Source: an optimization exercise on an open RTL-to-GDS flow (aim: small area and a short achievable clock period). Production flows keep margins and buffers that such runs may drop. In this exercise RTL edits were held to simulation tests only and were not proved equivalent to the original. No activity file was given, so power comes from the tool's default toggle rates.

==> flow/design.v <==
package sd_cache_pkg;
    localparam int SD_DEPTH = 256;
    localparam int SD_AW    = 8;
    localparam int SD_DW    = 16;
    typedef enum logic [1:0] {
        EMPTY   = 2'd0,
        FILLING = 2'd1,
        READY   = 2'd2
    } cache_state_t;
endpackage
module sd_cache_dec16 (
    input  logic        en,
    input  logic [3:0]  a,
    output logic [15:0] y
);
    for (genvar j = 0; j < 16; j++) begin : g_y
        assign y[j] = en && (a == 4'(j));
    end
endmodule
module sd_cache_ao16 (
    input  logic [15:0] s,
    input  logic [15:0] d,
    output logic        y
);
    assign y = |(s & d);
endmodule
module sd_cache_nor2 (
    input  logic a,
    input  logic b,
    output logic y
);
    assign y = !(a || b);
endmodule
module sd_cache_nand2 (
    input  logic a,
    input  logic b,
    output logic y
);
    assign y = !(a && b);
endmodule
module sd_cache_or8n (
    input  logic       ok,
    input  logic [7:0] d,
    output logic       y_n
);
    logic [3:0] n1;
    logic [1:0] p2;
    for (genvar i = 0; i < 4; i++) begin : g_l1
        sd_cache_nor2 u (.a(d[2*i]), .b(d[2*i+1]), .y(n1[i]));
    end
    for (genvar i = 0; i < 2; i++) begin : g_l2
        sd_cache_nand2 u (.a(n1[2*i]), .b(n1[2*i+1]), .y(p2[i]));
    end
    sd_cache_rdfin u_fin (.ok(ok), .a(p2[0]), .b(p2[1]), .y_n(y_n));
endmodule
module sd_cache_rdfin (
    input  logic ok,
    input  logic a,
    input  logic b,
    output logic y_n
);
    assign y_n = !(ok && (a || b));
endmodule
module sd_cache_ram #(
    parameter int DEPTH = 256,
    parameter int AW    = 8,
    parameter int DW    = 16
) (
    input  logic          clk400,
    input  logic          we,
    input  logic [AW-1:0] waddr,
    input  logic [DW-1:0] wdata,
    input  logic          rd_ok,
    input  logic [AW-1:0] raddr,
    output logic [DW-1:0] rdata
);
    localparam int NG = 16;
    localparam int NL = DEPTH / NG;
    logic [DEPTH*DW-1:0] mem;
    logic [NG-1:0] whi;
    logic [NL-1:0] wlo;
    sd_cache_dec16 u_whi (.en(1'b1), .a(waddr[7:4]), .y(whi));
    sd_cache_dec16 u_wlo (.en(1'b1), .a(waddr[3:0]), .y(wlo));
    for (genvar r = 0; r < DEPTH; r++) begin : g_row
        always_ff @(posedge clk400) begin
            if (we && whi[r/NL] && wlo[r%NL]) begin
                mem[r*DW +: DW] <= wdata;
            end
        end
    end
    logic [NG-1:0] rhi;
    logic [NL-1:0] rlo;
    logic [DEPTH-1:0] rsel;
    sd_cache_dec16 u_rhi (.en(1'b1),  .a(raddr[7:4]), .y(rhi));
    sd_cache_dec16 u_rlo (.en(1'b1),  .a(raddr[3:0]), .y(rlo));
    for (genvar r = 0; r < DEPTH; r++) begin : g_rsel
        assign rsel[r] = rhi[r/NL] && rlo[r%NL];
    end
    logic [DW-1:0] lo_d, hi_d, lo_q, hi_q;
    for (genvar b = 0; b < DW; b++) begin : g_bit
        logic [NG-1:0] grp;
        for (genvar a = 0; a < NG; a++) begin : g_grp
            logic [NL-1:0] col;
            for (genvar j = 0; j < NL; j++) begin : g_col
                assign col[j] = mem[(a*NL + j)*DW + b];
            end
            sd_cache_ao16 u_ao (.s(rsel[a*NL +: NL]), .d(col), .y(grp[a]));
        end
        sd_cache_or8n u_lo (.ok(rd_ok), .d(grp[NG/2-1:0]),  .y_n(lo_d[b]));
        sd_cache_or8n u_hi (.ok(rd_ok), .d(grp[NG-1:NG/2]), .y_n(hi_d[b]));
    end
    always_ff @(posedge clk400) begin
        lo_q <= lo_d;
        hi_q <= hi_d;
    end
    assign rdata = ~(lo_q & hi_q);
endmodule
module sd_cache_wen (
    input  logic       wr,
    input  logic       rel,
    input  logic [1:0] st,
    output logic       we
);
    assign we = wr && !st[1] && !(st[0] && rel);
endmodule
module sd_sector_cache
#(
    parameter int DEPTH = sd_cache_pkg::SD_DEPTH,
    parameter int AW    = sd_cache_pkg::SD_AW,
    parameter int DW    = sd_cache_pkg::SD_DW
) (
    input  logic          clk400,
    input  logic          reset_n,
    input  logic [AW-1:0] casheAddress,
    input  logic [DW-1:0] casheValue,
    input  logic          writeCashe,
    input  logic          releaseSector,
    input  logic          rdReq,
    input  logic [AW-1:0] rdAddr,
    output logic [DW-1:0] rdData,
    output logic          rdValid,
    output logic          rdErr,
    output logic          sectorReady,
    output logic          overflow,
    output logic [AW:0]   fillCount,
    output logic [DW-1:0] checksum,
    output sd_cache_pkg::cache_state_t cacheState
);
    sd_cache_pkg::cache_state_t state;
    logic          wr_accept;
    logic          is_ready;
    always_comb begin
        is_ready  = (state == sd_cache_pkg::READY);
    end
    sd_cache_wen u_wen (
        .wr  (writeCashe),
        .rel (releaseSector),
        .st  (state),
        .we  (wr_accept)
    );
    sd_cache_ram #(
        .DEPTH (DEPTH),
        .AW    (AW),
        .DW    (DW)
    ) u_ram (
        .clk400 (clk400),
        .we     (wr_accept),
        .waddr  (casheAddress),
        .wdata  (casheValue),
        .rd_ok  (sectorReady),
        .raddr  (rdAddr),
        .rdata  (rdData)
    );
    always_ff @(posedge clk400 or negedge reset_n) begin
        if (!reset_n) begin
            state       <= sd_cache_pkg::EMPTY;
            sectorReady <= 1'b0;
            overflow    <= 1'b0;
            fillCount   <= '0;
            rdValid     <= 1'b0;
            rdErr       <= 1'b0;
        end else begin
            rdValid <= rdReq;
            rdErr   <= rdReq && !is_ready;
            case (state)
                sd_cache_pkg::EMPTY: begin
                    if (writeCashe) begin
                        fillCount <= {{AW{1'b0}}, 1'b1};
                        state     <= sd_cache_pkg::FILLING;
                    end
                end
                sd_cache_pkg::FILLING: begin
                    if (releaseSector) begin
                        fillCount <= '0;
                        state     <= sd_cache_pkg::EMPTY;
                    end else if (writeCashe) begin
                        fillCount <= fillCount + 1'b1;
                        if (fillCount == (AW+1)'(DEPTH - 1)) begin
                            state       <= sd_cache_pkg::READY;
                            sectorReady <= 1'b1;
                        end
                    end
                end
                sd_cache_pkg::READY: begin
                    if (releaseSector) begin
                        fillCount   <= '0;
                        overflow    <= 1'b0;
                        sectorReady <= 1'b0;
                        state       <= sd_cache_pkg::EMPTY;
                    end else if (writeCashe) begin
                        overflow <= 1'b1;
                    end
                end
                default: begin
                    state       <= sd_cache_pkg::EMPTY;
                    sectorReady <= 1'b0;
                end
            endcase
        end
    end
    always_ff @(posedge clk400 or negedge reset_n) begin
        if (!reset_n) begin
            checksum <= '0;
        end else if (releaseSector && (state != sd_cache_pkg::EMPTY)) begin
            checksum <= '0;
        end else if (wr_accept) begin
            checksum <= checksum + casheValue;
        end
    end
    assign cacheState = state;
endmodule
Settings: LEC_CHECK=0, CAP_MARGIN=20, CORE_MARGIN=2, CORE_UTILIZATION=65, CTS_CLUSTER_DIAMETER=80, CTS_CLUSTER_SIZE=30, SETUP_SLACK_MARGIN=1.0, SLEW_MARGIN=20, SYNTH_HIERARCHICAL=1, TNS_END_PERCENT=5; clock period 3.3 ns.
run.sh (not shown) runs the stock make flow with config.mk's settings and CLKGATE_MAP_FILE= SYNTH_SCRIPT=/design/flow/synth_recipe.tcl, a recipe that flattens the netlist after the stock synthesis.
Next try:
CORE_UTILIZATION = 72   (was 65)
GPL_TIMING_DRIVEN = 0   (was unset)
The changed run finished with timing, DRC and antenna clean.
Cell area falls by 7.7%.
Clock power came out lower by about 5%.
Non-clock buffer count fell by 1244.

---

## run 3
// sd_sector_cache: RTL as listed in full above, without the edits since
Settings: LEC_CHECK=0, CAP_MARGIN=20, CORE_MARGIN=2, CORE_UTILIZATION=65, CTS_CLUSTER_DIAMETER=80, CTS_CLUSTER_SIZE=30, GPL_TIMING_DRIVEN=0, SETUP_SLACK_MARGIN=1.0, SLEW_MARGIN=20, SYNTH_HIERARCHICAL=1, TNS_END_PERCENT=30; clock period 3.3 ns.
[inputs] run 2 vs run 3
- changing TNS_END_PERCENT from 30 to 5
### Flow results
- Status | run 2 and run 3 | clean
- The clock-buffer cell count number comes out higher for run 3 vs run 2.
- The cell total after placement was comparable across run 2 and run 3.
- Run 2 gives less total number of vias than run 3 did.
- Setup slack delta (run 2 − run 3): unfavourable
- Going from run 3 to run 2, routed wire length has decreased, post-layout minimum cycle time now sits higher, post-route standard cell area excluding fillers fell 0.93%.
- Run 2 and run 3 ended up with roughly the same number of enable flip-flop cells after synthesis.
- Share of power burned in combinational logic in run 2 vs run 3: down 0.2 points
- As far as final total power is concerned, run 3 and run 2 perform about the same.

what the ideal ports hide:
In the flow no input, the clock included, has a driving cell. The finished layouts below were timed again as built, in two steps.
Step 1 assumes that a clkbuf_16 drives the clock port and a buf_2 every other input.
Step 2 moves the port delays by t, midway between the first and last clock arrival at a register: inputs arrive t later, outputs are due t later. That takes back most of the time a late clock gives input paths.
a / b / c = ideal / step 1 / step 2; a / b = the first two.
run | t, ns | setup WS [ns] | worst register clock-pin slew, ns | pins driven straight from the clock port
the first run of note 1 | 0.982 | 0.728 / 0.704 / -0.278 | 0.12 / 0.12 | 1
the second run of note 1 | 0.960 | 0.493 / 0.481 / -0.479 | 0.12 / 0.12 | 1
run 3 | 0.976 | 0.578 / 0.605 / -0.371 | 0.12 / 0.12 | 1
run 2 | 0.986 | 0.541 / 0.579 / -0.407 | 0.12 / 0.12 | 1
With both steps, setup timing fails in every run listed, where it was met with ideal ports. For the first run of note 1, which loses most, drivers alone change the setup slack by -0.024 ns; drivers and shift together by -1.006 ns.
